Background: an optimization exercise with open tools, aiming at small area, a short achievable clock period and few clock cycles. Do not read the settings as production practice. Only simulation tests tie the RTL to the original design; equivalence was not proved. Power and IR drop assume default switching activity.

**flow/run.sh**
```bash
#!/bin/bash
# synth_recipe.tcl (not shown) runs the flow's synth.tcl, then flattens the netlist and writes it again
# the make line also repeats each setting of config.mk as NAME=value (left out here)
make -C /OpenROAD-flow-scripts/flow DESIGN_CONFIG=/design/flow/config.mk WORK_HOME=/design/flow/orfs CLKGATE_MAP_FILE= SYNTH_SCRIPT=/design/flow/synth_recipe.tcl finish
```
**flow/config.mk**
```make
export PLATFORM = sky130hd
export DESIGN_NAME = thermistor_frame_aggregator
export DESIGN_NICKNAME = thermistor_frame_aggregator
export VERILOG_FILES = /design/flow/design.v
export SDC_FILE = /design/flow/constraint.sdc
export NUM_CORES = 4
export LEC_CHECK = 0
export CAP_MARGIN = 20
export CORE_MARGIN = 2
export CORE_UTILIZATION = 45
export CTS_CLUSTER_DIAMETER = 55
export CTS_CLUSTER_SIZE = 24
export PLACE_DENSITY = 0.6
export SETUP_SLACK_MARGIN = 4.2
export SLEW_MARGIN = 20
```
**flow/constraint.sdc**
```tcl
create_clock -name core_clock -period 8.0 [get_ports {clk}]
set_input_delay 1.6000 -clock core_clock [delete_from_list [all_inputs] [get_ports {clk}]]
set_output_delay 1.6000 -clock core_clock [all_outputs]
set_load 0.01 [all_outputs]
```
**flow/design.v**
```verilog
package tfa_pkg;
  localparam int PACK_COUNT_DEF   = 6;
  localparam int SENSORS_PER_PACK = 12;
  localparam int HALF_SIZE        = 6;
  localparam logic [15:0] STALE_RESET  = 16'd2000;
  localparam logic [7:0]  MODULE_RESET = 8'd0;
  localparam logic [7:0]  CK_SEED      = 8'h41;
  localparam logic [7:0]  GEN_TAIL     = 8'h80;
  localparam logic [3:0]  MIN_LENGTH   = 4'd6;
  localparam logic [1:0]  MODE_RX     = 2'd0;
  localparam logic [1:0]  MODE_LOCAL  = 2'd1;
  localparam logic [1:0]  MODE_REPORT = 2'd2;
  localparam logic        KIND_SUMMARY = 1'b0;
  localparam logic        KIND_GENERAL = 1'b1;
  typedef struct packed {
    logic [1:0]        mode;
    logic [10:0]       frame_id;
    logic              frame_extended;
    logic [3:0]        frame_length;
    logic signed [7:0] temp_a;
    logic signed [7:0] temp_b;
    logic signed [7:0] temp_c;
    logic signed [7:0] temp_d;
    logic signed [7:0] temp_e;
    logic signed [7:0] temp_f;
    logic [31:0]       now_ms;
  } in_beat_t;
  typedef struct packed {
    logic       frame_kind;
    logic [7:0] byte_0;
    logic [7:0] byte_1;
    logic [7:0] byte_2;
    logic [7:0] byte_3;
    logic [7:0] byte_4;
    logic [7:0] byte_5;
    logic [7:0] byte_6;
    logic [7:0] byte_7;
    logic       last;
  } out_beat_t;
endpackage
module thermistor_frame_aggregator #(
  parameter int PACK_COUNT = tfa_pkg::PACK_COUNT_DEF
) (
  input  logic               clk,
  input  logic               rst_n,
  input  logic               start,
  output logic               busy,
  input  tfa_pkg::in_beat_t  in_data,
  output logic               out_strobe,
  output tfa_pkg::out_beat_t out_data,
  input  logic               cfg_valid,
  output logic               cfg_ready,
  input  logic [7:0]         cfg_index,
  input  logic [15:0]        cfg_data
);
  localparam int NH = 12;    
  logic [15:0] stale_r;
  logic [7:0]  module_r;
  assign cfg_ready = 1'b1;
  always_ff @(posedge clk) begin
    if (!rst_n) begin
      stale_r  <= tfa_pkg::STALE_RESET;
      module_r <= tfa_pkg::MODULE_RESET;
    end else if (cfg_valid) begin
      if (cfg_index == 8'd0) stale_r <= cfg_data;
      else if (cfg_index == 8'd1) module_r <= cfg_data[7:0];
    end
  end
  logic        busy_r;
  assign busy = busy_r;
  logic [3:0]  pack, half;
  logic        in_rep, half_ok, wr_rx, wr_lo, dec_w, dec_r;
  logic [15:0] dec_nhim1;
  logic [16:0] dec_g;
  assign pack    = in_data.frame_id[7:4];
  assign half    = in_data.frame_id[3:0];
  assign in_rep  = (in_data.mode == tfa_pkg::MODE_REPORT);
  assign half_ok = (half == 4'd1) || (half == 4'd2);
  assign wr_rx   = (in_data.mode == tfa_pkg::MODE_RX) && !in_data.frame_extended
                   && (in_data.frame_length >= tfa_pkg::MIN_LENGTH)
                   && (pack >= 4'd2) && ({28'd0, pack} <= PACK_COUNT) && half_ok;
  assign wr_lo   = (in_data.mode == tfa_pkg::MODE_LOCAL) && half_ok;
  assign dec_w   = start && !busy_r && (wr_rx || wr_lo);
  assign dec_r   = start && !busy_r && in_rep;
  assign dec_nhim1 = in_data.now_ms[31:16] - 16'd1;
  assign dec_g     = {1'b0, in_data.now_ms[15:0]} - {1'b0, stale_r};
  logic        p1_w, p1_r;
  logic [3:0]  p1_h;
  logic [47:0] p1_pay;    
  logic [31:0] p1_now;
  always_ff @(posedge clk) begin
    if (!rst_n) begin
      p1_r   <= 1'b0;
      busy_r <= 1'b0;
    end else begin
      if (!busy_r) p1_r <= dec_r;
      busy_r <= dec_r && p1_r;
    end
  end
  always_ff @(posedge clk) begin
    if (!rst_n) p1_w <= 1'b0;
    else        p1_w <= dec_w;
  end
  always_ff @(posedge clk) begin
    if (!busy_r) begin
      p1_now        <= in_data.now_ms;
      p1_pay[47:16] <= in_rep ? {dec_nhim1, dec_g[15:0]}
                              : {in_data.temp_f, in_data.temp_e, in_data.temp_d, in_data.temp_c};
      p1_pay[0]     <= in_rep ? dec_g[16] : in_data.temp_a[0];
    end
    p1_h         <= {(wr_lo ? 3'd0 : pack[2:0] - 3'd1), half == 4'd2};
    p1_pay[15:1] <= {in_data.temp_b, in_data.temp_a[7:1]};
  end
  logic [NH-1:0]      valid_r;
  logic [47:0]        temps_r  [0:NH-1];
  logic [31:0]        stamp_r  [0:NH-1];
  logic signed [7:0]  minv_r   [0:NH-1];
  logic [2:0]         minp_r   [0:NH-1];
  logic signed [7:0]  maxv_r   [0:NH-1];
  logic [2:0]         maxp_r   [0:NH-1];
  logic signed [10:0] sum_r    [0:NH-1];
  logic signed [7:0]  t [0:5];
  logic [5:0]         lt [0:5];    
  logic signed [8:0]  w_ps [0:2];
  always_comb begin
    for (int i = 0; i < 6; i++) t[i] = p1_pay[8*i +: 8];
    for (int i = 0; i < 6; i++)
      for (int j = 0; j < 6; j++)
        lt[i][j] = (t[i] < t[j]);
    for (int k = 0; k < 3; k++) w_ps[k] = 9'(t[2*k]) + 9'(t[2*k+1]);
  end
  logic [NH-1:0] stale;
  logic [15:0]   s_a, s_nhi, s_nhim1, s_g;
  logic          s_neg;
  assign s_a     = p1_now[15:0];
  assign s_nhi   = p1_now[31:16];
  assign s_nhim1 = p1_pay[47:32];
  assign s_g     = p1_pay[31:16];
  assign s_neg   = p1_pay[0];
  always_comb begin
    for (int h = 0; h < NH; h++) begin
      logic borrow, gt, lo_gt, hi_ne;
      borrow = s_a < stamp_r[h][15:0];
      gt     = s_g > stamp_r[h][15:0];
      lo_gt  = borrow ? (!s_neg || gt) : (!s_neg && gt);
      hi_ne  = borrow ? (s_nhim1 != stamp_r[h][31:16]) : (s_nhi != stamp_r[h][31:16]);
      stale[h] = lo_gt || hi_ne;
    end
  end
  always_ff @(posedge clk) begin
    for (int h = 0; h < NH; h++)
      if (p1_w && p1_h == 4'(h)) stamp_r[h] <= p1_now;
  end
  logic              p2_w, p2_r;
  logic [3:0]        p2_h;
  logic [47:0]       p2_t;
  logic [5:0]        p2_lt [0:5];
  logic signed [8:0] p2_ps [0:2];
  logic [NH-1:0]     p2_vld;
  logic [NH-1:0]     wr_set;
  always_comb
    for (int h = 0; h < NH; h++) wr_set[h] = valid_r[h] || (p2_w && p2_h == 4'(h));
  always_ff @(posedge clk) begin
    if (!rst_n) begin
      p2_w <= 1'b0;
      p2_r <= 1'b0;
    end else begin
      p2_w <= p1_w;
      p2_r <= p1_r && !busy_r;
    end
  end
  always_ff @(posedge clk) begin
    p2_h     <= p1_h;
    p2_t     <= p1_pay;
    for (int i = 0; i < 6; i++) p2_lt[i] <= lt[i];
    for (int k = 0; k < 3; k++) p2_ps[k] <= w_ps[k];
    p2_vld   <= wr_set & ~stale;
  end
  logic signed [7:0] u [0:5];
  logic [5:0]        minsel, maxsel;
  logic signed [7:0] w_minv, w_maxv;
  logic [2:0]        w_minp, w_maxp;
  logic signed [10:0] w_sum;
  assign w_sum = 11'(p2_ps[0]) + 11'(p2_ps[1]) + 11'(p2_ps[2]);
  always_comb begin
    for (int i = 0; i < 6; i++) u[i] = p2_t[8*i +: 8];
    for (int i = 0; i < 6; i++) begin
      minsel[i] = 1'b1;
      maxsel[i] = 1'b1;
      for (int j = 0; j < 6; j++) begin
        if (j < i) begin
          minsel[i] = minsel[i] & p2_lt[i][j];
          maxsel[i] = maxsel[i] & p2_lt[j][i];
        end else if (j > i) begin
          minsel[i] = minsel[i] & !p2_lt[j][i];
          maxsel[i] = maxsel[i] & !p2_lt[i][j];
        end
      end
    end
    w_minv = '0;
    w_maxv = '0;
    w_minp = '0;
    w_maxp = '0;
    for (int i = 0; i < 6; i++) begin
      w_minv = w_minv | (minsel[i] ? u[i] : 8'sd0);
      w_maxv = w_maxv | (maxsel[i] ? u[i] : 8'sd0);
      w_minp = w_minp | (minsel[i] ? 3'(i) : 3'd0);
      w_maxp = w_maxp | (maxsel[i] ? 3'(i) : 3'd0);
    end
  end
  always_ff @(posedge clk) begin
    for (int h = 0; h < NH; h++) begin
      if (p2_w && p2_h == 4'(h)) begin
        temps_r[h] <= p2_t;
        minv_r[h]  <= w_minv;
        minp_r[h]  <= w_minp;
        maxv_r[h]  <= w_maxv;
        maxp_r[h]  <= w_maxp;
        sum_r[h]   <= w_sum;
      end
    end
  end
  logic [NH-1:0] vld;
  assign vld = p2_vld;
  always_ff @(posedge clk) begin
    if (!rst_n) begin
      valid_r <= '0;
    end else begin
      for (int h = 0; h < NH; h++) begin
        if (p2_w && p2_h == 4'(h)) valid_r[h] <= 1'b1;
        else if (p2_r) valid_r[h] <= vld[h];
      end
    end
  end
  logic [3:0] ptr_h;
  logic [2:0] ptr_o;
  logic [NH-1:0] above;
  logic [3:0] first_all, first_above, first_h;
  logic       hv;
  logic [3:0] sel_h;
  logic [2:0] sel_o;
  always_comb begin
    for (int h = 0; h < NH; h++) above[h] = vld[h] && (4'(h) > ptr_h);
    first_all = '0;
    for (int h = NH - 1; h >= 0; h--) if (vld[h]) first_all = 4'(h);
    first_above = '0;
    for (int h = NH - 1; h >= 0; h--) if (above[h]) first_above = 4'(h);
    first_h = (above != '0) ? first_above : first_all;
    hv    = vld[ptr_h];
    sel_h = hv ? ptr_h : first_h;
    sel_o = hv ? ptr_o : 3'd0;
  end
  function automatic logic [3:0] win4(logic [63:0] c, logic is_max);
    logic [3:0]        win;
    logic signed [7:0] vi, vj;
    logic              better, same;
    for (int i = 0; i < 4; i++) begin
      vi = c[16*i + 7 +: 8];
      win[i] = c[16*i + 15];
      for (int j = 0; j < 4; j++) begin
        vj = c[16*j + 7 +: 8];
        better = is_max ? (vi > vj) : (vi < vj);
        same   = (vi == vj);
        if (j != i)
          win[i] = win[i] & (!c[16*j + 15] || better || (j > i && same));
      end
    end
    win4 = win;
  endfunction
  function automatic logic [15:0] pick4(logic [63:0] c, logic is_max);
    logic [3:0]  win;
    logic [15:0] r;
    win = win4(c, is_max);
    r = '0;
    for (int i = 0; i < 4; i++) r = r | (win[i] ? c[16*i +: 16] : 16'd0);
    pick4 = r;
  endfunction
  logic [3:0] gmin [0:2], gmax [0:2];
  logic signed [12:0] sg [0:2];
  always_comb begin
    for (int k = 0; k < 3; k++) begin
      logic [63:0] cmin, cmax;
      for (int j = 0; j < 4; j++) begin
        cmin[16*j +: 16] = {vld[4*k+j], minv_r[4*k+j], 4'(4*k+j), minp_r[4*k+j]};
        cmax[16*j +: 16] = {vld[4*k+j], maxv_r[4*k+j], 4'(4*k+j), maxp_r[4*k+j]};
      end
      gmin[k] = win4(cmin, 1'b0);
      gmax[k] = win4(cmax, 1'b1);
      sg[k] = '0;
      for (int j = 0; j < 4; j++)
        sg[k] = sg[k] + (vld[4*k+j] ? 13'(sum_r[4*k+j]) : 13'sd0);
    end
  end
  logic              p3_r;
  logic [3:0]        p3_mn [0:2], p3_mx [0:2];
  logic signed [12:0] p3_sg [0:2];
  logic [3:0]        p3_sh;
  logic [2:0]        p3_so;
  always_ff @(posedge clk) begin
    if (!rst_n) p3_r <= 1'b0;
    else        p3_r <= p2_r && (vld != '0);
  end
  always_ff @(posedge clk) begin
    for (int k = 0; k < 3; k++) begin
      p3_mn[k] <= gmin[k];
      p3_mx[k] <= gmax[k];
      p3_sg[k] <= sg[k];
    end
    p3_sh <= sel_h;
    p3_so <= sel_o;
  end
  always_ff @(posedge clk) begin
    if (!rst_n) begin
      ptr_h <= '0;
      ptr_o <= '0;
    end else if (p3_r) begin
      if (p3_so == 3'd5) begin
        ptr_o <= '0;
        ptr_h <= (p3_sh == 4'(NH - 1)) ? 4'd0 : p3_sh + 4'd1;
      end else begin
        ptr_o <= p3_so + 3'd1;
        ptr_h <= p3_sh;
      end
    end
  end
  logic [15:0] mn_f, mx_f;
  logic [47:0] mn_c, mx_c;
  logic signed [14:0] s_total;
  logic [3:0] m4;
  logic signed [7:0] tsel;
  always_comb begin
    for (int k = 0; k < 3; k++) begin
      logic [15:0] a, b;
      a = '0;
      b = '0;
      for (int j = 0; j < 4; j++) begin
        a = a | (p3_mn[k][j] ? {1'b1, minv_r[4*k+j], 4'(4*k+j), minp_r[4*k+j]} : 16'd0);
        b = b | (p3_mx[k][j] ? {1'b1, maxv_r[4*k+j], 4'(4*k+j), maxp_r[4*k+j]} : 16'd0);
      end
      mn_c[16*k +: 16] = a;
      mx_c[16*k +: 16] = b;
    end
    mn_f = pick4({16'd0, mn_c}, 1'b0);
    mx_f = pick4({16'd0, mx_c}, 1'b1);
    s_total = 15'(p3_sg[0]) + 15'(p3_sg[1]) + 15'(p3_sg[2]);
    m4 = '0;
    for (int h = 0; h < NH; h++) m4 = m4 + 4'(valid_r[h]);
    tsel = temps_r[p3_sh][8*p3_so +: 8];
  end
  logic              p4_r;
  logic signed [7:0] p4_lo, p4_hi, p4_ts;
  logic [3:0]        p4_loh, p4_hih, p4_sh, p4_m;
  logic [2:0]        p4_lop, p4_hip, p4_so;
  logic signed [14:0] p4_s;
  always_ff @(posedge clk) begin
    if (!rst_n) p4_r <= 1'b0;
    else        p4_r <= p3_r;
  end
  always_ff @(posedge clk) begin
    p4_lo  <= mn_f[14:7];
    p4_loh <= mn_f[6:3];
    p4_lop <= mn_f[2:0];
    p4_hi  <= mx_f[14:7];
    p4_hih <= mx_f[6:3];
    p4_hip <= mx_f[2:0];
    p4_s   <= s_total;
    p4_m   <= m4;
    p4_sh  <= p3_sh;
    p4_so  <= p3_so;
    p4_ts  <= tsel;
  end
  function automatic logic [6:0] idx_of(logic [3:0] h, logic [2:0] p);
    idx_of = {1'b0, h, 2'b00} + {2'b00, h, 1'b0} + {4'd0, p};
  endfunction
  logic        p4_neg;
  logic [5:0]  p4_d;
  logic [15:0] p4_n2;
  assign p4_neg = p4_s[14];
  assign p4_d   = {1'b0, p4_m, 1'b0} + {2'b00, p4_m};
  assign p4_n2  = 16'(p4_s ^ {15{p4_neg}}) + 16'(p4_neg) + 16'(p4_d);
  typedef struct packed {
    logic [7:0] lo;
    logic [7:0] hi;
    logic [6:0] lid;
    logic [6:0] hid;
    logic [3:0] m;
    logic [6:0] sel;
    logic [7:0] ts;
  } rec_t;
  logic        p5_r;
  rec_t        p5_rec;
  logic        p5_neg;
  logic [12:0] p5_n;
  logic [5:0]  p5_d;
  logic [6:0]  p5_d3;
  logic [7:0]  p5_cka;
  always_ff @(posedge clk) begin
    if (!rst_n) p5_r <= 1'b0;
    else        p5_r <= p4_r;
  end
  always_ff @(posedge clk) begin
    p5_rec.lo  <= p4_lo;
    p5_rec.hi  <= p4_hi;
    p5_rec.lid <= idx_of(p4_loh, p4_lop);
    p5_rec.hid <= idx_of(p4_hih, p4_hip);
    p5_rec.m   <= p4_m;
    p5_rec.sel <= idx_of(p4_sh, p4_so);
    p5_rec.ts  <= p4_ts;
    p5_neg     <= p4_neg;
    p5_n       <= p4_n2[13:1];
    p5_d       <= p4_d;
    p5_d3      <= {p4_m, 3'b000} + {3'b000, p4_m};
    p5_cka     <= tfa_pkg::CK_SEED + module_r + p4_lo + p4_hi
                + {1'b0, p4_m, 2'b00} + {2'b00, p4_m, 1'b0};
  end
  function automatic logic [7:0] div_row(logic [5:0] rem, logic [1:0] nb, logic [5:0] d,
                                         logic [6:0] d3);
    logic [7:0] tr;
    logic [8:0] s1, s2, s3;
    tr = {rem, nb};
    s1 = {1'b0, tr} - {3'b000, d};
    s2 = {1'b0, tr} - {2'b00, d, 1'b0};
    s3 = {1'b0, tr} - {2'b00, d3};
    if (!s3[8])      div_row = {2'd3, s3[5:0]};
    else if (!s2[8]) div_row = {2'd2, s2[5:0]};
    else if (!s1[8]) div_row = {2'd1, s1[5:0]};
    else             div_row = {2'd0, tr[5:0]};
  endfunction
  logic       p6_r, p7_r, p8_r, p9_r, p10_r;
  logic       p6_neg, p7_neg, p8_neg, p9_neg;
  logic [5:0] p6_d, p7_d, p8_d;
  logic [6:0] p6_d3, p7_d3, p8_d3;
  logic [5:0] p6_rem, p7_rem, p8_rem;
  logic [7:0] p6_nq, p7_nq, p8_nq, p9_q;
  rec_t       p6_rec, p7_rec, p8_rec, p9_rec;
  logic [6:0] p10_sel;
  logic [7:0] p10_ts;
  logic [7:0] ckp, p6_ck, p7_ck, p8_ck, p9_ck;
  logic [7:0] x6, x7, x8, x9;
  assign ckp = p5_cka + 8'(p5_rec.hid) + 8'(p5_rec.lid);
  assign x6 = div_row({1'b0, p5_n[12:8]}, p5_n[7:6], p5_d, p5_d3);
  assign x7 = div_row(p6_rem, p6_nq[7:6], p6_d, p6_d3);
  assign x8 = div_row(p7_rem, p7_nq[7:6], p7_d, p7_d3);
  assign x9 = div_row(p8_rem, p8_nq[7:6], p8_d, p8_d3);
  always_ff @(posedge clk) begin
    if (!rst_n) begin
      p6_r  <= 1'b0;
      p7_r  <= 1'b0;
      p8_r  <= 1'b0;
      p9_r  <= 1'b0;
      p10_r <= 1'b0;
    end else begin
      p6_r  <= p5_r;
      p7_r  <= p6_r;
      p8_r  <= p7_r;
      p9_r  <= p8_r;
      p10_r <= p9_r;
    end
  end
  always_ff @(posedge clk) begin
    p6_rem  <= x6[5:0];
    p6_nq   <= {p5_n[5:0], x6[7:6]};
    p7_rem  <= x7[5:0];
    p7_nq   <= {p6_nq[5:0], x7[7:6]};
    p8_rem  <= x8[5:0];
    p8_nq   <= {p7_nq[5:0], x8[7:6]};
    p9_q    <= {p8_nq[5:0], x9[7:6]};
    p6_d    <= p5_d;
    p7_d    <= p6_d;
    p8_d    <= p7_d;
    p6_d3   <= p5_d3;
    p7_d3   <= p6_d3;
    p8_d3   <= p7_d3;
    p6_neg  <= p5_neg;
    p7_neg  <= p6_neg;
    p8_neg  <= p7_neg;
    p9_neg  <= p8_neg;
    p6_rec  <= p5_rec;
    p7_rec  <= p6_rec;
    p8_rec  <= p7_rec;
    p9_rec  <= p8_rec;
    p10_sel <= p9_rec.sel;
    p10_ts  <= p9_rec.ts;
    p6_ck   <= ckp;
    p7_ck   <= p6_ck;
    p8_ck   <= p7_ck;
    p9_ck   <= p8_ck;
  end
  logic [7:0] avg;
  assign avg = p9_neg ? 8'(-p9_q) : p9_q;
  logic               out_strobe_r;
  tfa_pkg::out_beat_t out_r;
  always_ff @(posedge clk) begin
    if (!rst_n) out_strobe_r <= 1'b0;
    else        out_strobe_r <= p9_r || p10_r;
  end
  always_ff @(posedge clk) begin
    if (p9_r) begin
      out_r.frame_kind <= tfa_pkg::KIND_SUMMARY;
      out_r.byte_0     <= module_r;
      out_r.byte_1     <= p9_rec.lo;
      out_r.byte_2     <= p9_rec.hi;
      out_r.byte_3     <= avg;
      out_r.byte_4     <= {1'b0, p9_rec.m, 2'b00} + {2'b00, p9_rec.m, 1'b0};
      out_r.byte_5     <= 8'(p9_rec.hid);
      out_r.byte_6     <= 8'(p9_rec.lid);
      out_r.byte_7     <= p9_ck + avg;
      out_r.last       <= 1'b0;
    end else begin
      out_r.frame_kind <= tfa_pkg::KIND_GENERAL;
      out_r.byte_0     <= 8'(p10_sel);
      out_r.byte_1     <= p10_ts;
      out_r.byte_2     <= 8'(p10_sel);
      out_r.byte_3     <= out_r.byte_1;
      out_r.byte_4     <= out_r.byte_2;
      out_r.byte_7     <= tfa_pkg::GEN_TAIL;
      out_r.last       <= 1'b1;
    end
  end
  assign out_strobe = out_strobe_r;
  assign out_data   = out_r;
endmodule
```
==> run summary, run 1 <==
worst hold path class=reg2reg; Via density=5.79; CTS tree=built; starting density of the core=0.453; Die W=488 µm; DIE HEIGHT=488 µm; PD cells=228 nW/µm²; Crit Path Max Fanout=4; number of flops mapped to enable cells by yosys=approximately 1,400; CP arrival=4.50 ns; Synth top cells by count=edfxtp_1 (1,435), ha_1 (1,072), dfxtp_1 (784); Tmin final=3.74 ns; RD Place Congestion=0.902; Worst path most repeated cell=fa_1; Simple-Gate Fraction of Synth Area=0.0810; initial antenna violation count=28; first-pass GRT wire length=about 450 mm; largest stage delay on the critical path=0.56 ns; Top-Level Pins=approximately 200; synthesized instance count=8,568; total congestion overflow=0; Worst Path Required=8.75 ns; Least-Margin Pin Slew=1.14 ns; Max clock buf depth=3; Core Rows=177; H-tree Lvls=4; clk sinks=between 2,000 and 2,500; adder-cell share of the synthesized area=0.155; Max Slew Vio Count=0; Routed WL=312 mm; Static Leak=47.5 nW; largest net degree at the start of global routing=83; post-synth top area cell=edfxtp_1; async set-reset flop share out of synthesis=0; compound-gate portion of the synthesized area=0.125; nets=between 10,000 and 15,000; drt first pass iters=8; Worst-path clk slew=0.09 ns; share of cells above drive strength 1=0.0800; DP HPWL=206 mm; critical path class=reg2reg; syn_area_per_cell=12.3 µm²; number of DRC markers in iteration 0=6,642; synthesis-to-layout area growth=13.6%; Setup Viol. Count Final=0; critical path capture point type=flop; Seq cells post-synth=2,219; Synth top area share=0.409; slowest CP cell=fa_1; synth warn=20; largest family of logic cells by synthesized area=adder cells; drt drc=0; mapped cell area=105,000 µm²; clock root cell=clkbuf_16; fmax=between 200 and 300 MHz; count leader, synth=edfxtp_1; Core Box Area=approximately 230,000 µm²; fin crit share=0.468; post-synthesis xor/xnor area fraction=0.0319; Yosys cell types=90; global-route usage over all layers=0.256; die area=238,000 µm²; clock latency on the worst-skew pair=0.88 ns; top cells by area, synth=edfxtp_1 (41%), dfxtp_1 (15%), ha_1 (13%); CTS buffer count=190; PortBufs=187; Seq/Total Area, Yosys=0.558; Critical Path Start Type=flop; via count=70,236; Hold Fails Final Rpt=0; hold slack=0.315 ns; DR WL/cell=25.7 µm; total negative slack=0 ns; multiplexer share of the synthesized area=0.0126; status=finished clean; vias in the first global route=69,281; CP cell instances=buf_4 -> and2_1 -> fa_1 -> fa_1 -> ha_1 -> a21o_1 -> a21oi_2 -> o21ai_0 -> a21oi_1 -> nand2b_1 -> a21boi_1 -> nor3_1 -> nor2_1 -> o41a_1 -> xnor2_1; Slew headroom=0.234; DRT antenna net count=0; unrepaired setup endpoints after global routing=true; clk_skew=0.0378 ns; Max VDD drop=0.000231 V; cts hold-fix bufs=0; Top FF cell, synth=edfxtp_1; max-capacitance violation count=0
==> cells in the final DEF (no fill, tap or decap), types with 143 or more instances in the layout <==
cell type and n:
nand2_1 413, clkdlybuf4s50_1 185, a21o_1 155, edfxtp_1 1435, a21oi_1 316, xor2_1 174
clkbuf_16 203, inv_1 762, o21ai_0 348, a22oi_1 272, fa_1 143, nor2_1 367
ha_1 1071, o21a_1 147, dfxtp_1 766, nand4_1 163, nand3_1 148, buf_4 173
xnor2_1 207, nor2b_1 158
==> where the power goes <==
part           switching [mW]  total (mW)  internal [mW]
Combinational            2.40        3.66           1.26
Clock                    5.02        10.3           5.31
Sequential              0.282        13.2           13.0
==> what timing repair did <==
action | CTS | global route
resized for setup | 52 | 66
setup endpoints to repair | 50 | 48
pin swaps | 9 | 28
gates cloned | 1 | 7
buffers inserted | 8 | 25
==> worst max-delay path: cells and delay by family (launching register included) <==
kind | cells | cell delay, ns
flops | 1 | 0.38
buf+inv | 1 | 0.15
compound gates | 6 | 1.08
simple gates | 4 | 0.55
xor+xnor | 1 | 0.13
fa+ha+maj | 3 | 1.33
==> layer usage <==
layer / vias up / wire length (µm) / track usage
met5: - / 121 / 0
met4: 20 / 11500 / 0.0875
met3: 601 / 22800 / 0.0459
met2: 2642 / 144000 / 0.417
li1: 32284 / - / -
met1: 34689 / 134000 / 0.345
==> final timing paths <==
| check | start | endpoint | slack [ns] | depth (start not counted) |
|---|---|---|---|---|
| worst max-delay path | p2_vld[0] | p3_sg[0][12] | 4.26 | 15 |
| worst min-delay path | p6_rec[0] | p7_rec[0] | 0.31 | 0 |
| worst max register to register | p2_vld[0] | p3_sg[0][12] | 4.26 | 15 |
| worst min register to register | p6_rec[0] | p7_rec[0] | 0.31 | 0 |
==> through the flow <==
| step | setup WS, ns | total power, mW | area (µm²) | cells | util |
|---|---|---|---|---|---|
| floorplan | 3.04 | 15.5 | 105000 | 8569 | - |
| global placement | 2.88 | 17.0 | 111000 | 11724 | 0.479 |
| detailed placement | 2.96 | 17.1 | 111000 | 11725 | 0.479 |
| CTS | 4.11 | 27.4 | 119000 | 12093 | 0.511 |
| global route | 4.08 | 28.2 | 120000 | 12132 | 0.514 |
| finish | 4.26 | 27.2 | 120000 | 12136 | 0.514 |
==> sequential cells by signal (all words and copies together) (netlist names), 48 cells and up <==
register,flops
p2_t,48
stamp_r,384
p1_pay,48
sum_r,132
p8_rec,49
temps_r,576
p9_rec,49
maxv_r,96
minv_r,96
p7_rec,49
p6_rec,49
out_r,63
==> layout make-up <==
cell class                      count  area, µm²
Inverter                          771       2890
Sequential cell                  2219      58800
Tap cell                         3043       3810
Fill cell                       19982     113000
Multi-Input combinational cell   5353      43200
Antenna cell                        7       17.5
Clock buffer                      204       4970
Clock inverter                    155       2190
Timing Repair Buffer              384       3670
==> logic make-up (layout without fill, tap and decap cells) <==
group | count (synthesis) | in the layout
buffers and inverters | 998 | 1514
flip-flops | 2219 | 2219
multiplexers | 120 | 120
other | 2 | 10
AND/OR/NAND/NOR | 1712 | 1712
adder cells (fa/ha/maj) | 1218 | 1218
XOR/XNOR | 384 | 384
AO/OA/AOI/OAI | 1915 | 1916
Testbench counts, summed over its fixed seeds: cycles 4,958.
==> inputs of run 2 (changes only) <==
--- a/flow/config.mk
+++ b/flow/config.mk
@@ -8,8 +8,8 @@
 export CAP_MARGIN = 20
 export CORE_MARGIN = 2
-export CORE_UTILIZATION = 45
+export CORE_UTILIZATION = 55
 export CTS_CLUSTER_DIAMETER = 55
 export CTS_CLUSTER_SIZE = 24
-export PLACE_DENSITY = 0.6
-export SETUP_SLACK_MARGIN = 4.2
+export PLACE_DENSITY = 0.7
+export SETUP_SLACK_MARGIN = 4.5
 export SLEW_MARGIN = 20
==> run 2 against run 1 <==
Synthesized cell count stayed put; design area decreased by 0.58%; worst setup slack gained 0.13 ns; global-route usage rose by 5.0 points; clock power down 12%; first-iteration DRC count rose by 4.8%; via count is 2.0% higher; total power is 5.3% lower; core utilization grew 11 points; clock skew increased by 0.0076 ns.
==> run summary, run 2 <==
CTS buffer count=166; H-tree Lvls=4; DP HPWL=around 200 mm; slowest CP cell=fa_1; DRT antenna net count=0; Top reg by flops=temps_r; CP cell instances=buf_12 -> buf_4 -> buf_4 -> nand2_1 -> fa_1 -> inv_1 -> fa_1 -> ha_1 -> a21boi_1 -> buf_4 -> buf_6 -> buf_6 -> buf_6 -> buf_6 -> buf_6 -> buf_6 -> buf_6 -> buf_6 -> nor2_2; Yosys cell types=90; synthesis-to-layout area growth=12.9%; nets=~10,000; Worst Path Required=8.80 ns; FF-to-FF End=p3_sg[2][5]; clk sinks=2,219; RD Place Congestion=0.933; via count=71,640; hold endpoint=p6_rec[18]; CTS tree=built; CP arrival=4.41 ns; synthesized instance count=8,568; max-capacitance violation count=0; clock latency on the worst-skew pair=a little under 0.9 ns; post-synth top area cell=edfxtp_1; biggest regs=temps_r x576, stamp_r x384, sum_r x132; Setup Viol. Count Final=0; critical path class=reg2reg; DIE HEIGHT=442 µm; PortBufs=between 150 and 200; Worst-path clk slew=approximately 0.09 ns; Least-Margin Pin Slew=1.22 ns; Top FF cell, synth=edfxtp_1; Max clock buf depth=3; first-pass GRT wire length=443 mm; number of DRC markers in iteration 0=slightly below 7,000; Synth top area share=0.409; total negative slack=0 ns; Top-Level Pins=around 200; Hold Fails Final Rpt=0; async set-reset flop share out of synthesis=0; most frequent cells in the layout=edfxtp_1 (1,435), ha_1 (1,063), inv_1 (756), dfxtp_1 (740), nand2_1 (403); Core Box Area=190,000 µm²; initial antenna violation count=12; PD cells=~220 nW/µm²; Placed Area=111,000 µm²; unrepaired setup endpoints after global routing=true; drt first pass iters=8; R2R cell count=19; Seq cells post-synth=2,219; Die W=442 µm; status=finished clean; Max Slew Vio Count=0; Slew headroom=0.180; Static Leak=47.6 nW; Synth top cells by count=edfxtp_1 (1,435), ha_1 (1,072), dfxtp_1 (784); fmax=277 MHz; synth warn=20; RR Startpoint=p2_vld[8]; Via density=6.16; Tmin final=3.61 ns; Min-Delay Path Depth=0; syn_area_per_cell=12.3 µm²; Seq/Total Area, Yosys=0.558; starting density of the core=0.554; Max VDD drop=0.000230 V; Crit Path Max Fanout=6; count leader, synth=edfxtp_1; fill cell count=roughly 14,000; DR WL/cell=around 26 µm; largest net degree at the start of global routing=68; Hold Crit Start=p5_rec[18]; global-route usage over all layers=0.306; hold slack=0.320 ns; commonest non-fill, non-tap cell in the layout=edfxtp_1; cts hold-fix bufs=0; largest stage delay on the critical path=0.53 ns; Critical Path Start Type=flop; post-route cell area=119,000 µm²; share of cells above drive strength 1=0.0933; critical path capture point type=flop; vias in the first global route=~71,000; clk_skew=roughly 0.045 ns; Util after Layout=0.625; mapped cell area=105,000 µm²; Worst path most repeated cell=buf_6; Routed WL=303 mm; max FFs per register=576; crit path from=p2_vld[8]; Core Rows=between 150 and 200; die area=195,000 µm²; fin crit share=0.451; number of flops mapped to enable cells by yosys=1,435; worst hold path class=reg2reg; top cells by area, synth=edfxtp_1 (41%), dfxtp_1 (15%), ha_1 (13%); FF-to-FF setup slack=4.39 ns; drt drc=0; total congestion overflow=0; clock root cell=clkbuf_16
-- run 2: cell counts after synthesis --
No cell type changed its count.
-- run 2: worst max path at each step --
stage	endpoint	slack, ns	depth (start not counted)
6_report	p3_sg[2][5]	4.39	19
5_1_grt	p3_sg[1][12]	4.28	16
4_1_cts	p3_sg[0][12]	4.38	15
3_5_place_dp	p1_pay[0]	3.42	12
3_3_place_gp	p1_pay[30]	3.51	12
2_1_floorplan	p2_vld[8]	3.52	6
-- run 2: cell families after synthesis --
logic type | share of synthesized area
flops | 0.558
compound gates | 0.125
simple gates | 0.0810
fa+ha+maj | 0.155
buf+inv | 0.0362
xor+xnor | 0.0319
mux | 0.0126
other cells | 0.0000713
-- run 2: report_power, final --
group,switching (mW),total [mW],internal (mW)
Clock,4.62,9.05,4.43
Combinational,2.29,3.51,1.23
Sequential,0.269,13.2,13.0
Total,7.18,25.8,18.6
-- run 2: through the flow --
step	power, mW	worst slack (ns)	std cells
final	25.8	4.39	11621
after global routing	26.6	4.28	11618
after CTS	25.8	4.38	11580
after detailed placement	16.9	3.42	11202
after global placement	16.7	3.51	11202
after floorplan	15.5	3.52	8569
-- run 2: layout make-up --
cell class	count	area, µm²	area share
Antenna cell	4	10.0	0.0000842
Clock buffer	183	4370	0.0367
Clock inverter	122	1630	0.0137
Inverter	771	2900	0.0244
Multi-Input combinational cell	5353	43700	0.367
Sequential cell	2219	58900	0.495
Tap cell	2511	3140	0.0264
Timing Repair Buffer	458	4290	0.0361
-- run 2: what timing repair did --
item	in CTS	in global routing
gates cloned	6	2
buffers inserted	67	35
pin swaps	48	79
endpoints found under the setup margin	64	79
resized for setup	123	135
-- run 2: routing by layer --
metal  share of wire  track usage  vias to the layer above  wire [µm]
met2            0.48        0.515                     3248     145000
li1                -            -                    32362          -
met4           0.054        0.146                        4      16300
met1            0.39        0.385                    35236     117000
met3           0.083       0.0532                      790      25200
met5        0.000076            0                        -         23
-- run 2: worst max-delay path, delay by kind of cell, from the launching register on --
kind / cells / cell delay [ns]
DFF: 1 / 0.36
adders and majority gates: 3 / 1.39
buffers and inverters: 13 / 1.41
AOI/OAI and AO/OA: 1 / 0.17
and+or+nand+nor: 2 / 0.20
==> inputs of run 3 (changes only) <==
--- a/flow/config.mk
+++ b/flow/config.mk
@@ -8,8 +8,8 @@
 export CAP_MARGIN = 20
 export CORE_MARGIN = 2
-export CORE_UTILIZATION = 55
+export CORE_UTILIZATION = 65
 export CTS_CLUSTER_DIAMETER = 55
 export CTS_CLUSTER_SIZE = 24
-export PLACE_DENSITY = 0.7
+export PLACE_DENSITY = 0.8
 export SETUP_SLACK_MARGIN = 4.5
 export SLEW_MARGIN = 20
==> run 3 against run 2 <==
Sequential cell count unchanged; global-route usage up 5.5 points; combinational power about the same; first-iteration DRC count grew 31%; non-clock buffer count up 34; critical path depth is 1 lower; cell count fell by 2.8%.
==> run summary, run 3 <==
PortBufs=187; clk_skew=~0.045 ns; initial antenna violation count=6; global-route usage over all layers=0.362; total congestion overflow=0; fin crit share=0.455; via count=73,842; biggest regs=temps_r x576, stamp_r x384, sum_r x132; Setup Viol. Count Final=0; CTS buffer count=between 150 and 200; Core Rows=147; CTS tree=built; max FFs per register=576; hold slack=0.319 ns; drt first pass iters=19; total negative slack=0 ns; Die W=406 µm; Register Area=58,900 µm²; Synth top cells by count=edfxtp_1 (1,435), ha_1 (1,072), dfxtp_1 (784); vias in the first global route=73,616; PD cells=215 nW/µm²; Static Leak=47.7 nW; critical path capture point type=flop; unrepaired setup endpoints after global routing=true; Critical Path Start Type=flop; Top FF cell, synth=edfxtp_1; Top reg by flops=temps_r; Least-Margin Pin Slew=1.20 ns; CP arrival=between 4 and 5 ns; die area=around 170,000 µm²; first-pass GRT wire length=around 440 mm; CP cell instances=buf_12 -> nand2_4 -> fa_1 -> inv_2 -> fa_2 -> ha_4 -> inv_2 -> fa_2 -> nor2b_4 -> o21ai_2 -> a21boi_2 -> o21ai_2 -> a21boi_2 -> o21a_1 -> o21ai_1 -> nand2b_1 -> a21oi_2 -> xnor2_1; number of flops mapped to enable cells by yosys=1,435; fmax=275 MHz; clk sinks=around 2,200; share of cells above drive strength 1=0.0986; area occupied by multi-input gates=between 40,000 and 50,000 µm²; mapped cell area=roughly 110,000 µm²; Routed WL=306 mm; syn_area_per_cell=12.3 µm²; Top-Level Pins=195; async set-reset flop share out of synthesis=0; nets=10,346; largest net degree at the start of global routing=68; RD Place Congestion=0.957; clock latency on the worst-skew pair=0.85 ns; largest stage delay on the critical path=0.55 ns; Max clock buf depth=3; Yosys cell types=90; Core Box Area=161,000 µm²; synth warn=20; DR WL/cell=approximately 27 µm; Worst Path Required=a little under 9 ns; Via density=6.53; Tmin final=approximately 3.6 ns; DIE HEIGHT=406 µm; Seq cells post-synth=between 2,000 and 2,500; clock root cell=clkbuf_16; synthesized instance count=8,568; number of DRC markers in iteration 0=9,122; critical path class=reg2reg; most frequent cells in the layout=edfxtp_1 (1,435), ha_1 (1,054), inv_1 (755), dfxtp_1 (736), nand2_1 (403); Placed Instances=10,838; worst hold path class=reg2reg; top cells by area, synth=edfxtp_1 (41%), dfxtp_1 (15%), ha_1 (13%); drt drc=0; top cell family by delay on the critical path=adder cells; Power Total=25.6 mW; Seq/Total Area, Yosys=0.558; DRT antenna net count=0; DP HPWL=195 mm; Max VDD drop=0.000269 V; worst path bufs/invs=3; Worst-path clk slew=0.08 ns; commonest non-fill, non-tap cell in the layout=edfxtp_1; Synth top area share=0.409; H-tree Lvls=4; Hold Fails Final Rpt=0; final non-filler cell total=11,300; status=finished clean; count leader, synth=edfxtp_1; Crit Path Max Fanout=5; fill cell count=about 10,000; Max Slew Vio Count=0; starting density of the core=0.655; post-synth top area cell=edfxtp_1; slowest CP cell=fa_1; synthesis-to-layout area growth=13.0%; Slew headroom=0.196; max-capacitance violation count=0
## run 3: cell counts after synthesis
Identical to the previous run, type by type.
## run 3: cell families after synthesis
kind of cell	count (synthesis)	share of synthesized area
flops	2219	0.558
compound gates	1915	0.125
simple gates	1712	0.0810
fa+ha+maj	1218	0.155
buf+inv	998	0.0362
xor+xnor	384	0.0319
mux	120	0.0126
other cells	2	0.0000713
## run 3: what timing repair did
action,in CTS,in global routing
setup buffers,77,64
pin swaps,58,88
gates resized for setup,152,151
gates cloned,9,6
hold endpoints to repair,0,0
hold buffers,0,0
setup endpoints to repair,60,82
## run 3: power by group
part / leakage, nW / internal [mW] / switching, mW
registers: 19.5 / 13.0 / 0.284
clock network: 2.79 / 4.43 / 4.44
logic: 25.4 / 1.24 / 2.24
## run 3: path summary, 6_finish.rpt
kind / slack [ns] / from / to / cells after the start
worst max-delay path: 4.36 / p2_vld[4] / p3_sg[1][11] / 18
worst min-delay path: 0.32 / p8_rec[45] / p9_rec[45] / 0
worst max register to register: 4.36 / p2_vld[4] / p3_sg[1][11] / 18
worst min register to register: 0.32 / p8_rec[45] / p9_rec[45] / 0
## run 3: worst reg2reg max path: stages, from the launching register on
cell and delay, ns:
dfxtp_4 0.36, buf_12 0.14, nand2_4 0.05, fa_1 0.55, inv_2 0.04, fa_2 0.55, ha_4 0.16, inv_2 0.04
fa_2 0.38, nor2b_4 0.14, o21ai_2 0.07, a21boi_2 0.21, o21ai_2 0.10, a21boi_2 0.21, o21a_1 0.18, o21ai_1 0.08
nand2b_1 0.09, a21oi_2 0.06, xnor2_1 0.12
## run 3: routing by layer
layer / vias up / routed length [µm] / GRT usage
met5: - / 94 / 0
met4: 6 / 20900 / 0.210
met1: 35596 / 109000 / 0.446
met2: 4620 / 141000 / 0.587
met3: 1189 / 34800 / 0.0828
li1: 32431 / - / -
## run 3: stage by stage
step | setup WS [ns] | utilization | area [µm²]
after floorplan | 3.52 | - | 106000
after global placement | 3.59 | 0.687 | 110000
after detailed placement | 3.54 | 0.687 | 110000
after CTS | 4.34 | 0.732 | 118000
after global routing | 4.24 | 0.740 | 119000
final | 4.36 | 0.740 | 119000
## run 3: final cells by class
type	count	area share
well taps	2160	0.0227
diodes	3	0.0000631
repair buffers	492	0.0401
flip-flops and latches	2219	0.495
multi-input cells	5353	0.369
inverters	771	0.0244
clock buffers	198	0.0380
clock inverters	104	0.0106
==> inputs of run 4 (changes only) <==
--- a/flow/design.v
+++ b/flow/design.v
@@ -125,7 +125,10 @@
   always_comb begin
     for (int i = 0; i < 6; i++) t[i] = p1_pay[8*i +: 8];
+    for (int i = 0; i < 6; i++) lt[i] = '0;
     for (int i = 0; i < 6; i++)
-      for (int j = 0; j < 6; j++)
+      for (int j = i + 1; j < 6; j++) begin
         lt[i][j] = (t[i] < t[j]);
+        lt[j][i] = !lt[i][j] && (t[i] != t[j]);
+      end
     for (int k = 0; k < 3; k++) w_ps[k] = 9'(t[2*k]) + 9'(t[2*k+1]);
   end
@@ -254,16 +257,14 @@
     logic [3:0]        win;
     logic signed [7:0] vi, vj;
-    logic              better, same;
-    for (int i = 0; i < 4; i++) begin
-      vi = c[16*i + 7 +: 8];
-      win[i] = c[16*i + 15];
-      for (int j = 0; j < 4; j++) begin
+    logic              i_ok;
+    win = {c[63], c[47], c[31], c[15]};
+    for (int i = 0; i < 4; i++)
+      for (int j = i + 1; j < 4; j++) begin
+        vi = c[16*i + 7 +: 8];
         vj = c[16*j + 7 +: 8];
-        better = is_max ? (vi > vj) : (vi < vj);
-        same   = (vi == vj);
-        if (j != i)
-          win[i] = win[i] & (!c[16*j + 15] || better || (j > i && same));
+        i_ok = is_max ? !(vi < vj) : !(vj < vi);
+        win[i] = win[i] & (!c[16*j + 15] || i_ok);
+        win[j] = win[j] & (!c[16*i + 15] || !i_ok);
       end
-    end
     win4 = win;
   endfunction
@@ -297,4 +298,10 @@
   logic [3:0]        p3_sh;
   logic [2:0]        p3_so;
+  logic [3:0]        p3_m;
+  logic [3:0]        m3;
+  always_comb begin
+    m3 = '0;
+    for (int h = 0; h < NH; h++) m3 = m3 + 4'(vld[h]);
+  end
   always_ff @(posedge clk) begin
     if (!rst_n) p3_r <= 1'b0;
@@ -309,4 +316,5 @@
     p3_sh <= sel_h;
     p3_so <= sel_o;
+    p3_m  <= m3;
   end
   always_ff @(posedge clk) begin
@@ -326,6 +334,4 @@
   logic [15:0] mn_f, mx_f;
   logic [47:0] mn_c, mx_c;
-  logic signed [14:0] s_total;
-  logic [3:0] m4;
   logic signed [7:0] tsel;
   always_comb begin
@@ -343,14 +349,25 @@
     mn_f = pick4({16'd0, mn_c}, 1'b0);
     mx_f = pick4({16'd0, mx_c}, 1'b1);
-    s_total = 15'(p3_sg[0]) + 15'(p3_sg[1]) + 15'(p3_sg[2]);
-    m4 = '0;
-    for (int h = 0; h < NH; h++) m4 = m4 + 4'(valid_r[h]);
     tsel = temps_r[p3_sh][8*p3_so +: 8];
   end
+  logic [5:0]  m3x;
+  logic signed [15:0] n_pos, n_neg;
+  logic        sum_neg;
+  logic signed [14:0] s_total;
+  assign m3x   = {1'b0, p3_m, 1'b0} + {2'b00, p3_m};
+  assign n_pos = 16'(p3_sg[0]) + 16'(p3_sg[1]) + 16'(p3_sg[2])
+               + {11'd0, p3_m, 1'b0} + {12'd0, p3_m};
+  assign n_neg = {11'd0, p3_m, 1'b0} + {12'd0, p3_m}
+               - 16'(p3_sg[0]) - 16'(p3_sg[1]) - 16'(p3_sg[2]);
+  assign s_total = 15'(p3_sg[0]) + 15'(p3_sg[1]) + 15'(p3_sg[2]);
+  assign sum_neg = s_total[14];
   logic              p4_r;
   logic signed [7:0] p4_lo, p4_hi, p4_ts;
   logic [3:0]        p4_loh, p4_hih, p4_sh, p4_m;
   logic [2:0]        p4_lop, p4_hip, p4_so;
-  logic signed [14:0] p4_s;
+  logic              p4_neg;
+  logic [12:0]       p4_n;
+  logic [5:0]        p4_d;
+  logic [6:0]        p4_d3;
   always_ff @(posedge clk) begin
     if (!rst_n) p4_r <= 1'b0;
@@ -364,54 +381,16 @@
     p4_hih <= mx_f[6:3];
     p4_hip <= mx_f[2:0];
-    p4_s   <= s_total;
-    p4_m   <= m4;
+    p4_m   <= p3_m;
     p4_sh  <= p3_sh;
     p4_so  <= p3_so;
     p4_ts  <= tsel;
+    p4_neg <= sum_neg;
+    p4_n   <= sum_neg ? n_neg[13:1] : n_pos[13:1];
+    p4_d   <= m3x;
+    p4_d3  <= {1'b0, m3x} + {m3x, 1'b0};
   end
   function automatic logic [6:0] idx_of(logic [3:0] h, logic [2:0] p);
     idx_of = {1'b0, h, 2'b00} + {2'b00, h, 1'b0} + {4'd0, p};
   endfunction
-  logic        p4_neg;
-  logic [5:0]  p4_d;
-  logic [15:0] p4_n2;
-  assign p4_neg = p4_s[14];
-  assign p4_d   = {1'b0, p4_m, 1'b0} + {2'b00, p4_m};
-  assign p4_n2  = 16'(p4_s ^ {15{p4_neg}}) + 16'(p4_neg) + 16'(p4_d);
-  typedef struct packed {
-    logic [7:0] lo;
-    logic [7:0] hi;
-    logic [6:0] lid;
-    logic [6:0] hid;
-    logic [3:0] m;
-    logic [6:0] sel;
-    logic [7:0] ts;
-  } rec_t;
-  logic        p5_r;
-  rec_t        p5_rec;
-  logic        p5_neg;
-  logic [12:0] p5_n;
-  logic [5:0]  p5_d;
-  logic [6:0]  p5_d3;
-  logic [7:0]  p5_cka;
-  always_ff @(posedge clk) begin
-    if (!rst_n) p5_r <= 1'b0;
-    else        p5_r <= p4_r;
-  end
-  always_ff @(posedge clk) begin
-    p5_rec.lo  <= p4_lo;
-    p5_rec.hi  <= p4_hi;
-    p5_rec.lid <= idx_of(p4_loh, p4_lop);
-    p5_rec.hid <= idx_of(p4_hih, p4_hip);
-    p5_rec.m   <= p4_m;
-    p5_rec.sel <= idx_of(p4_sh, p4_so);
-    p5_rec.ts  <= p4_ts;
-    p5_neg     <= p4_neg;
-    p5_n       <= p4_n2[13:1];
-    p5_d       <= p4_d;
-    p5_d3      <= {p4_m, 3'b000} + {3'b000, p4_m};
-    p5_cka     <= tfa_pkg::CK_SEED + module_r + p4_lo + p4_hi
-                + {1'b0, p4_m, 2'b00} + {2'b00, p4_m, 1'b0};
-  end
   function automatic logic [7:0] div_row(logic [5:0] rem, logic [1:0] nb, logic [5:0] d,
                                          logic [6:0] d3);
@@ -427,89 +406,105 @@
     else             div_row = {2'd0, tr[5:0]};
   endfunction
-  logic       p6_r, p7_r, p8_r, p9_r, p10_r;
-  logic       p6_neg, p7_neg, p8_neg, p9_neg;
-  logic [5:0] p6_d, p7_d, p8_d;
-  logic [6:0] p6_d3, p7_d3, p8_d3;
-  logic [5:0] p6_rem, p7_rem, p8_rem;
-  logic [7:0] p6_nq, p7_nq, p8_nq, p9_q;
-  rec_t       p6_rec, p7_rec, p8_rec, p9_rec;
-  logic [6:0] p10_sel;
-  logic [7:0] p10_ts;
-  logic [7:0] ckp, p6_ck, p7_ck, p8_ck, p9_ck;
-  logic [7:0] x6, x7, x8, x9;
-  assign ckp = p5_cka + 8'(p5_rec.hid) + 8'(p5_rec.lid);
-  assign x6 = div_row({1'b0, p5_n[12:8]}, p5_n[7:6], p5_d, p5_d3);
+  typedef struct packed {
+    logic [7:0] lo;
+    logic [7:0] hi;
+    logic [6:0] lid;
+    logic [6:0] hid;
+    logic [3:0] m;
+    logic [6:0] sel;
+    logic [7:0] ts;
+  } rec_t;
+  logic       p5_r, p6_r, p7_r, p8_r, p9_r;
+  logic       p5_neg, p6_neg, p7_neg, p8_neg;
+  logic [5:0] p5_d, p6_d, p7_d;
+  logic [6:0] p5_d3, p6_d3, p7_d3;
+  logic [5:0] p5_rem, p6_rem, p7_rem;
+  logic [7:0] p5_nq, p6_nq, p7_nq, p8_q;
+  rec_t       p5_rec, p6_rec, p7_rec, p8_rec;
+  logic [6:0] p9_sel;
+  logic [7:0] p9_ts;
+  logic [7:0] p5_cka, ckp, p6_ck, p7_ck, p8_ck;
+  logic [7:0] x5, x6, x7, x8;
+  assign x5 = div_row({1'b0, p4_n[12:8]}, p4_n[7:6], p4_d, p4_d3);
+  assign x6 = div_row(p5_rem, p5_nq[7:6], p5_d, p5_d3);
   assign x7 = div_row(p6_rem, p6_nq[7:6], p6_d, p6_d3);
   assign x8 = div_row(p7_rem, p7_nq[7:6], p7_d, p7_d3);
-  assign x9 = div_row(p8_rem, p8_nq[7:6], p8_d, p8_d3);
+  assign ckp = p5_cka + 8'(p5_rec.hid) + 8'(p5_rec.lid);
   always_ff @(posedge clk) begin
     if (!rst_n) begin
-      p6_r  <= 1'b0;
-      p7_r  <= 1'b0;
-      p8_r  <= 1'b0;
-      p9_r  <= 1'b0;
-      p10_r <= 1'b0;
+      p5_r <= 1'b0;
+      p6_r <= 1'b0;
+      p7_r <= 1'b0;
+      p8_r <= 1'b0;
+      p9_r <= 1'b0;
     end else begin
-      p6_r  <= p5_r;
-      p7_r  <= p6_r;
-      p8_r  <= p7_r;
-      p9_r  <= p8_r;
-      p10_r <= p9_r;
+      p5_r <= p4_r;
+      p6_r <= p5_r;
+      p7_r <= p6_r;
+      p8_r <= p7_r;
+      p9_r <= p8_r;
     end
   end
   always_ff @(posedge clk) begin
+    p5_rec.lo  <= p4_lo;
+    p5_rec.hi  <= p4_hi;
+    p5_rec.lid <= idx_of(p4_loh, p4_lop);
+    p5_rec.hid <= idx_of(p4_hih, p4_hip);
+    p5_rec.m   <= p4_m;
+    p5_rec.sel <= idx_of(p4_sh, p4_so);
+    p5_rec.ts  <= p4_ts;
+    p5_cka     <= tfa_pkg::CK_SEED + module_r + p4_lo + p4_hi
+                + {1'b0, p4_m, 2'b00} + {2'b00, p4_m, 1'b0};
+    p5_rem  <= x5[5:0];
+    p5_nq   <= {p4_n[5:0], x5[7:6]};
     p6_rem  <= x6[5:0];
-    p6_nq   <= {p5_n[5:0], x6[7:6]};
+    p6_nq   <= {p5_nq[5:0], x6[7:6]};
     p7_rem  <= x7[5:0];
     p7_nq   <= {p6_nq[5:0], x7[7:6]};
-    p8_rem  <= x8[5:0];
-    p8_nq   <= {p7_nq[5:0], x8[7:6]};
-    p9_q    <= {p8_nq[5:0], x9[7:6]};
+    p8_q    <= {p7_nq[5:0], x8[7:6]};
+    p5_d    <= p4_d;
     p6_d    <= p5_d;
     p7_d    <= p6_d;
-    p8_d    <= p7_d;
+    p5_d3   <= p4_d3;
     p6_d3   <= p5_d3;
     p7_d3   <= p6_d3;
-    p8_d3   <= p7_d3;
+    p5_neg  <= p4_neg;
     p6_neg  <= p5_neg;
     p7_neg  <= p6_neg;
     p8_neg  <= p7_neg;
-    p9_neg  <= p8_neg;
     p6_rec  <= p5_rec;
     p7_rec  <= p6_rec;
     p8_rec  <= p7_rec;
-    p9_rec  <= p8_rec;
-    p10_sel <= p9_rec.sel;
-    p10_ts  <= p9_rec.ts;
+    p9_sel  <= p8_rec.sel;
+    p9_ts   <= p8_rec.ts;
     p6_ck   <= ckp;
     p7_ck   <= p6_ck;
     p8_ck   <= p7_ck;
-    p9_ck   <= p8_ck;
   end
   logic [7:0] avg;
-  assign avg = p9_neg ? 8'(-p9_q) : p9_q;
+  assign avg = p8_neg ? 8'(-p8_q) : p8_q;
   logic               out_strobe_r;
   tfa_pkg::out_beat_t out_r;
   always_ff @(posedge clk) begin
     if (!rst_n) out_strobe_r <= 1'b0;
-    else        out_strobe_r <= p9_r || p10_r;
+    else        out_strobe_r <= p8_r || p9_r;
   end
   always_ff @(posedge clk) begin
-    if (p9_r) begin
+    if (p8_r) begin
       out_r.frame_kind <= tfa_pkg::KIND_SUMMARY;
       out_r.byte_0     <= module_r;
-      out_r.byte_1     <= p9_rec.lo;
-      out_r.byte_2     <= p9_rec.hi;
+      out_r.byte_1     <= p8_rec.lo;
+      out_r.byte_2     <= p8_rec.hi;
       out_r.byte_3     <= avg;
-      out_r.byte_4     <= {1'b0, p9_rec.m, 2'b00} + {2'b00, p9_rec.m, 1'b0};
-      out_r.byte_5     <= 8'(p9_rec.hid);
-      out_r.byte_6     <= 8'(p9_rec.lid);
-      out_r.byte_7     <= p9_ck + avg;
+      out_r.byte_4     <= {1'b0, p8_rec.m, 2'b00} + {2'b00, p8_rec.m, 1'b0};
+      out_r.byte_5     <= 8'(p8_rec.hid);
+      out_r.byte_6     <= 8'(p8_rec.lid);
+      out_r.byte_7     <= p8_ck + avg;
       out_r.last       <= 1'b0;
     end else begin
       out_r.frame_kind <= tfa_pkg::KIND_GENERAL;
-      out_r.byte_0     <= 8'(p10_sel);
-      out_r.byte_1     <= p10_ts;
-      out_r.byte_2     <= 8'(p10_sel);
+      out_r.byte_0     <= 8'(p9_sel);
+      out_r.byte_1     <= p9_ts;
+      out_r.byte_2     <= 8'(p9_sel);
       out_r.byte_3     <= out_r.byte_1;
       out_r.byte_4     <= out_r.byte_2;
--- a/flow/config.mk
+++ b/flow/config.mk
@@ -8,8 +8,8 @@
 export CAP_MARGIN = 20
 export CORE_MARGIN = 2
-export CORE_UTILIZATION = 65
+export CORE_UTILIZATION = 45
 export CTS_CLUSTER_DIAMETER = 55
 export CTS_CLUSTER_SIZE = 24
-export PLACE_DENSITY = 0.8
+export PLACE_DENSITY = 0.6
 export SETUP_SLACK_MARGIN = 4.5
 export SLEW_MARGIN = 20
==> run 4 against run 3 <==
Core utilization down 22 points; synthesized cell count down 0.22%; total power down 2.0%; sequential share of layout area down 1.4 points; clock power up about 10%; clock-buffer cell count down 2.
==> run summary, run 4 <==
status=finished clean; sw frac=0.271; Register Area=57,600 µm²; top cells by area, synth=edfxtp_1 (41%), dfxtp_1 (14%), ha_1 (13%); clock latency on the worst-skew pair=0.88 ns; Critical Path Start Type=flop; Tmin final=4.05 ns; synthesis-to-layout area growth=14.4%; top cell family by delay on the critical path=adder cells; worst hold path class=reg2reg; DR WL/cell=24.9 µm; synth warn=20; initial antenna violation count=13; Worst-path clk slew=roughly 0.08 ns; clk_skew=0.0688 ns; DRT antenna net count=0; drt drc=0; worst path bufs/invs=2; Top FF cell, synth=edfxtp_1; RD Place Congestion=around 0.89; crit path from=p3_m[1]; fmax=247 MHz; Core Box Area=between 200,000 and 250,000 µm²; count leader, synth=edfxtp_1; vias in the first global route=70,129; via count=70,021; Crit Path Max Fanout=5; Via density=~5.8; clk sinks=roughly 2,200; cts hold-fix bufs=0; Yosys cell types=88; CP arrival=4.78 ns; Hold Fails Final Rpt=0; total negative slack=0 ns; total congestion overflow=0; global-route usage over all layers=0.252; Synth top area share=0.411; Routed WL=303 mm; slowest CP cell=fa_1; Max VDD drop=0.000239 V; DP HPWL=198 mm; starting density of the core=0.452; Static Leak=48.2 nW; Core Rows=177; max FFs per register=576; fin crit share=0.507; nets=between 10,000 and 15,000; Seq pwr share=0.506; clock root cell=clkbuf_16; number of flops mapped to enable cells by yosys=1,435; Seq/Total Area, Yosys=0.549; synthesized instance count=~8,500; die area=237,000 µm²; fill cell count=19,769; max-capacitance violation count=0; share of cells above drive strength 1=0.102; Hold Crit Start=p6_rec[25]; critical path class=reg2reg; PD cells=about 210 nW/µm²; Synth top cells by count=edfxtp_1 (1,435), ha_1 (1,072), inv_1 (840); DIE HEIGHT=about 490 µm; Max clock buf depth=3; Pint=about 18 mW; switching power=6.81 mW; Comb pwr share=0.103; CP cell instances=ha_4 -> inv_2 -> fa_2 -> xnor2_2 -> fa_1 -> inv_2 -> ha_4 -> and3_4 -> a221o_1 -> or4_4 -> a31oi_4 -> o21bai_4 -> a2111oi_4 -> o41a_1 -> xnor2_1 -> mux2i_1; drt first pass iters=6; Least-Margin Pin Slew=approximately 1.2 ns; mapped cell area=105,000 µm²; RR Startpoint=p3_m[1]; dpl ws=3.59 ns; Setup Viol. Count Final=0; CTS tree=built; number of DRC markers in iteration 0=between 6,000 and 7,000; Die W=487 µm; Top-Level Pins=195; Worst Path Required=8.73 ns; commonest non-fill, non-tap cell in the layout=edfxtp_1; syn_area_per_cell=12.3 µm²; Max Slew Vio Count=0; PortBufs=187; Seq cells post-synth=2,158; Top reg by flops=temps_r; H-tree Lvls=4; hold slack=0.318 ns; post-synth top area cell=edfxtp_1; Clock Power Share=0.391; CTS buffer count=roughly 190; Slew headroom=0.201; Setup WS post-layout=3.95 ns; first-pass GRT wire length=447 mm; biggest regs=temps_r x576, stamp_r x384, sum_r x132; critical path capture point type=flop; async set-reset flop share out of synthesis=0; unrepaired setup endpoints after global routing=true; most frequent cells in the layout=edfxtp_1 (1,435), ha_1 (1,058), inv_1 (818), dfxtp_1 (684), nand2_1 (398); largest stage delay on the critical path=~0.53 ns; area occupied by multi-input gates=~44,000 µm²; largest net degree at the start of global routing=76
run 4: worst paths after layout:
check	to	slack (ns)	cells past startpoint
max	p4_n[12]	3.95	16
min	p7_rec[25]	0.32	0
max reg2reg	p4_n[12]	3.95	16
min reg2reg	p7_rec[25]	0.32	0
run 4: power by group through the flow:
stage	clock, mW	combinational (mW)	sequential (mW)
detailed placement	0	2.51	13.0
finish	9.80	2.59	12.7
global route	10.4	2.82	12.7
global placement	0	2.43	12.9
floorplan	0	1.24	12.9
CTS	9.98	2.55	12.7
run 4: worst register-to-register path: stages, from the launching register on:
cell and delay (ns):
dfxtp_4 0.40, ha_4 0.15, inv_2 0.03, fa_2 0.36
xnor2_2 0.17, fa_1 0.53, inv_2 0.05, ha_4 0.23
and3_4 0.14, a221o_1 0.33, or4_4 0.44, a31oi_4 0.24
o21bai_4 0.11, a2111oi_4 0.32, o41a_1 0.19, xnor2_1 0.13
mux2i_1 0.10
run 4: metrics by stage:
step	instance area [µm²]	util	total power, mW	std cells
2_1_floorplan	105000	-	14.1	8550
3_3_place_gp	111000	0.479	15.4	11699
3_5_place_dp	111000	0.479	15.5	11700
4_1_cts	119000	0.513	25.2	12130
5_1_grt	120000	0.517	25.9	12161
6_report	120000	0.517	25.1	12164
run 4: kinds of logic (layout without fill, tap and decap cells):
logic type               count (synthesis)  in the layout  synth area share
AO/OA/AOI/OAI                         1948           1949             0.129
XOR/XNOR                               380            380            0.0318
adder cells (fa/ha/maj)               1240           1240             0.160
buffers and inverters                 1083           1646            0.0391
flip-flops                            2158           2158             0.549
multiplexers                           119            119            0.0127
other                                    2             10         0.0000717
AND/OR/NAND/NOR                       1619           1619            0.0778
run 4: cell type report:
class	instances	share of cell area
antenna	7	0.000146
clock buffer	196	0.0396
clock inverter	153	0.0167
inverter	852	0.0270
multi-input combinational	5310	0.369
sequential	2158	0.481
tap	3043	0.0318
timing repair buffer	445	0.0353
run 4: per-layer routing:
metal	GRT usage	wire length [µm]	share of wire	vias to the layer above
met2	0.419	143000	0.47	2559
met4	0.0937	12000	0.040	6
li1	-	-	-	32258
met5	0	45	0.00015	-
met3	0.0433	22200	0.073	621
met1	0.330	126000	0.42	34577
run 4: what timing repair did:
| item | 4_1_cts | 5_1_grt |
|---|---|---|
| gates cloned | 4 | 1 |
| gates resized for setup | 144 | 117 |
| buffers inserted | 77 | 24 |
| endpoints found under the setup margin | 83 | 83 |
| pin swaps | 76 | 61 |
Testbench counts of run 4, summed over its fixed seeds: cycles 4,950.

[re-timing with driven ports]
The results above use ideal ports. As a check the final layouts listed here were re-extracted and re-timed, cells and wires unchanged. Step 1 (the two cells are an assumption about what drives the block):
set clk [get_ports {clk}]
set_driving_cell -lib_cell sky130_fd_sc_hd__clkbuf_16 $clk
set_driving_cell -lib_cell sky130_fd_sc_hd__buf_2 [delete_from_list [all_inputs] $clk]
Step 2 adds t to the input delays and takes it off the output delays; t is the mean of the earliest and latest rising clock arrival at the registers after step 1. Input paths then give back, and output paths get back, about the clock's delay inside the block. a / b / c = no drivers / after step 1 / after step 2; a / b = the first two.
run	shift t [ns]	slack for setup (ns)	clock arrival spread, ns
run 1	0.951	4.258 / 4.258 / 3.494	0.041 / 0.041
run 2	0.939	4.391 / 4.391 / 3.711	0.050 / 0.050
run 3	0.909	4.358 / 4.358 / 3.720	0.056 / 0.057
run 4	0.948	3.947 / 3.947 / 3.755	0.086 / 0.086
After both steps setup and hold are still met in every run listed. For run 1, which loses most, drivers alone change the setup slack by 0.000 ns; drivers and shift together by -0.764 ns.
